From an optimization exercise on the open Yosys and OpenROAD flow, aimed at a short achievable clock period, few clock cycles per item and low power; shortcuts taken in it are not production practice.
Function was checked by simulation only, so behaviour that the tests miss may differ from the original.
Power figures rest on the tool's default switching activity, not on a simulated workload.

the reference run:
// peak_to_peak_power_meter_unit
module peak_to_peak_power_meter_unit #(
  parameter int ADC_BITS = 10
) (
  input  logic        clk,
  input  logic        rst_n,
  input  logic        in_valid,
  output logic        in_ready,
  input  logic        in_operation,
  input  logic [9:0]  in_adc_sample,
  input  logic [15:0] in_elapsed_ms,
  output logic        out_valid,
  input  logic        out_ready,
  output logic [19:0] out_rms_ma,
  output logic [19:0] out_power_watts,
  output logic [47:0] out_energy_watt_ms,
  input  logic        cfg_we,
  input  logic [2:0]  cfg_index,
  input  logic [15:0] cfg_data
);
Size: about 5800 cells after synthesis, about 140 I/O pins.
clock: 6.0 ns
lec_check: 0
abc_area: 1
cap_margin: 20
core_margin: 2
core_utilization: 75
cts_buf_list: sky130_fd_sc_hd__clkbuf_16
cts_cluster_diameter: 100
cts_cluster_size: 28
slew_margin: 20
run.sh (not shown) runs the stock make flow with config.mk's settings and CLKGATE_MAP_FILE= SYNTH_SCRIPT=/design/flow/synth_recipe.tcl, a recipe that flattens the netlist after the stock synthesis.
Testbench counts of the reference run, summed over its fixed seeds: cycles 12,564, items 1,280.
diff inputs: the reference run => the trial run
--- a/flow/config.mk
+++ b/flow/config.mk
@@ -8 +7,0 @@
-export ABC_AREA = 1
@@ -11,4 +10 @@
-export CORE_UTILIZATION = 75
-export CTS_BUF_LIST = sky130_fd_sc_hd__clkbuf_16
-export CTS_CLUSTER_DIAMETER = 100
-export CTS_CLUSTER_SIZE = 28
+export CORE_UTILIZATION = 40
--- outcome ---
- Compared with the reference run, in the trial run critical path depth now sits lower, total power now sits higher.
- [the trial run vs the reference run] post-synthesis mux area share: higher in the trial run
- Per the comparison of the trial run with the reference run, die footprint +about 70%; synthesized cell count -22%.
- In the trial run, level count of the clock H-tree is higher than in the reference run.


red:
peak_to_peak_power_meter_unit again, from the RTL that the note above started with.
==> flow/config.mk <==
export PLATFORM = sky130hd
export DESIGN_NAME = peak_to_peak_power_meter_unit
export DESIGN_NICKNAME = peak_to_peak_power_meter_unit
export VERILOG_FILES = /design/flow/design.v
export SDC_FILE = /design/flow/constraint.sdc
export NUM_CORES = 4
export LEC_CHECK = 0
export CAP_MARGIN = 20
export CORE_MARGIN = 2
export CORE_UTILIZATION = 60
export CTS_BUF_LIST = sky130_fd_sc_hd__clkbuf_4
export CTS_CLUSTER_SIZE = 25
export SLEW_MARGIN = 20
==> flow/constraint.sdc <==
create_clock -name core_clock -period 6.0 [get_ports {clk}]
set_input_delay 1.2000 -clock core_clock [delete_from_list [all_inputs] [get_ports {clk}]]
set_output_delay 1.2000 -clock core_clock [all_outputs]
set_load 0.01 [all_outputs]
Testbench counts of red, summed over its fixed seeds: cycles 12,564, items 1,280.
The inputs of blue differ from those of red as listed below.
Settings: CTS_BUF_LIST: sky130_fd_sc_hd__clkbuf_4 -> sky130_fd_sc_hd__clkbuf_8; CTS_CLUSTER_DIAMETER: unset -> 70; CTS_CLUSTER_SIZE: 25 -> 16.
blue: done, clean on timing, DRC and antenna. Utilization red -> blue: down. In the tables for red and blue, setup slack reads higher with blue. blue vs red — clock group share of total power dropped 5.5 points. Where power is concerned, red is outperformed by blue.


peak_to_peak_power_meter_unit again, from the RTL that the note above started with.
export LEC_CHECK = 0
export CAP_MARGIN = 20
export CORE_MARGIN = 2
export CORE_UTILIZATION = 75
export CTS_BUF_LIST = sky130_fd_sc_hd__clkbuf_8
export CTS_CLUSTER_DIAMETER = 70
export CTS_CLUSTER_SIZE = 16
export SLEW_MARGIN = 20
create_clock -name core_clock -period 6.0 [get_ports {clk}]
Testbench counts at the start, summed over its fixed seeds: cycles 12,564, items 1,280.
Change:
CTS_BUF_LIST = sky130_fd_sc_hd__clkbuf_16   (was sky130_fd_sc_hd__clkbuf_8)
CTS_CLUSTER_DIAMETER = 100   (was 70)
CTS_CLUSTER_SIZE = 28   (was 16)
PLACE_DENSITY = 0.8   (was unset)
Effect: The new run finished clean; wire length stays flat; non-clock buffer count went up by 5; worst setup slack improves by 0.037 ns; area after synthesis stays the same; global-route usage barely changes; final area is about the same; fmax rose slightly.
Change:
CORE_UTILIZATION = 60   (was 75)
CTS_CLUSTER_DIAMETER = 110   (was 100)
CTS_CLUSTER_SIZE = 32   (was 28)
PLACE_DENSITY = unset   (was 0.8)
Effect: Worst setup slack gains 0.031 ns. Clock-buffer cell count stays the same. Clock power grows by about 5%. Non-clock buffer count grows by 32. Maximum frequency grows by 0.54%. Global-route usage shrinks by 7.7 points. Final area grows by 1.1%. Routed wire length grows by 0.54%.
Change:
CORE_UTILIZATION = 75   (was 60)
CTS_CLUSTER_DIAMETER = 100   (was 110)
CTS_CLUSTER_SIZE = 28   (was 32)
What happened:
- utilization is higher by 16 points
- worst setup slack is worse by 0.031 ns
- final cell count went down by a few percent
- worst hold slack hardly moves
- maximum frequency decreases slightly
- power went down slightly
- flip-flop and latch count is unchanged
- wire length came out lower slightly
- register-to-register slack loses 0.03 ns
- global-route usage climbs by 7.7 points
Change:
CORE_UTILIZATION = 60   (was 75)
CTS_BUF_LIST = sky130_fd_sc_hd__clkbuf_4   (was sky130_fd_sc_hd__clkbuf_16)
CTS_CLUSTER_DIAMETER = unset   (was 100)
CTS_CLUSTER_SIZE = 25   (was 28)
SETUP_SLACK_MARGIN = 1.0   (was unset)
Wire length increases by about 14%.
Global-route usage decreases by 4.2 points.
Clock-buffer cell count increases by 97.
Cell area increases by 13%.
Clock skew increases by 0.027 ns.
Worst setup slack improves by 0.27 ns.
Synthesized cell count stays the same.

what the ideal ports hide:
Ports are ideal in the flow. The routed layouts listed here were re-timed in OpenROAD.
Step 1 assumes that a clkbuf_16 drives the clock port and a buf_2 every other input.
Step 2 moves the port delays by t, midway between the first and last clock arrival at a register: inputs arrive t later, outputs are due t later. That takes back most of the time a late clock gives input paths.
Slacks: ideal / step 1 / step 2; pairs: ideal / step 1.
| run | t (ns) | setup slack, ns | worst setup path at the end | latest minus earliest clock arrival (ns) | worst register clock-pin slew, ns |
|---|---|---|---|---|---|
| the reference run | 0.645 | 0.219 / 0.219 / 0.219 | register to register | 0.062 / 0.063 | 0.12 / 0.12 |
| the trial run | 0.682 | 0.296 / 0.296 / 0.296 | register to register | 0.034 / 0.035 | 0.06 / 0.06 |
| red | 0.877 | 0.230 / 0.230 / 0.011 | input to register | 0.091 / 0.091 | 0.07 / 0.07 |
| blue | 0.750 | 0.241 / 0.241 / 0.032 | input to register | 0.042 / 0.043 | 0.11 / 0.11 |
| the first run of note 3 | 0.734 | 0.210 / 0.210 / 0.210 | register to register | 0.031 / 0.031 | 0.11 / 0.11 |
| the second run of note 3 | 0.605 | 0.248 / 0.248 / 0.248 | register to register | 0.042 / 0.041 | 0.12 / 0.12 |
| the third run of note 3 | 0.611 | 0.279 / 0.279 / 0.033 | input to register | 0.070 / 0.070 | 0.12 / 0.12 |
| the fourth run of note 3 | 0.605 | 0.248 / 0.248 / 0.248 | register to register | 0.042 / 0.041 | 0.12 / 0.12 |
| the fifth run of note 3 | 0.871 | 0.513 / 0.513 / 0.513 | register to register | 0.069 / 0.069 | 0.08 / 0.08 |
After both steps setup and hold are still met in every run listed. For the third run of note 3, which loses most, drivers alone change the setup slack by 0.000 ns; drivers and shift together by -0.246 ns.
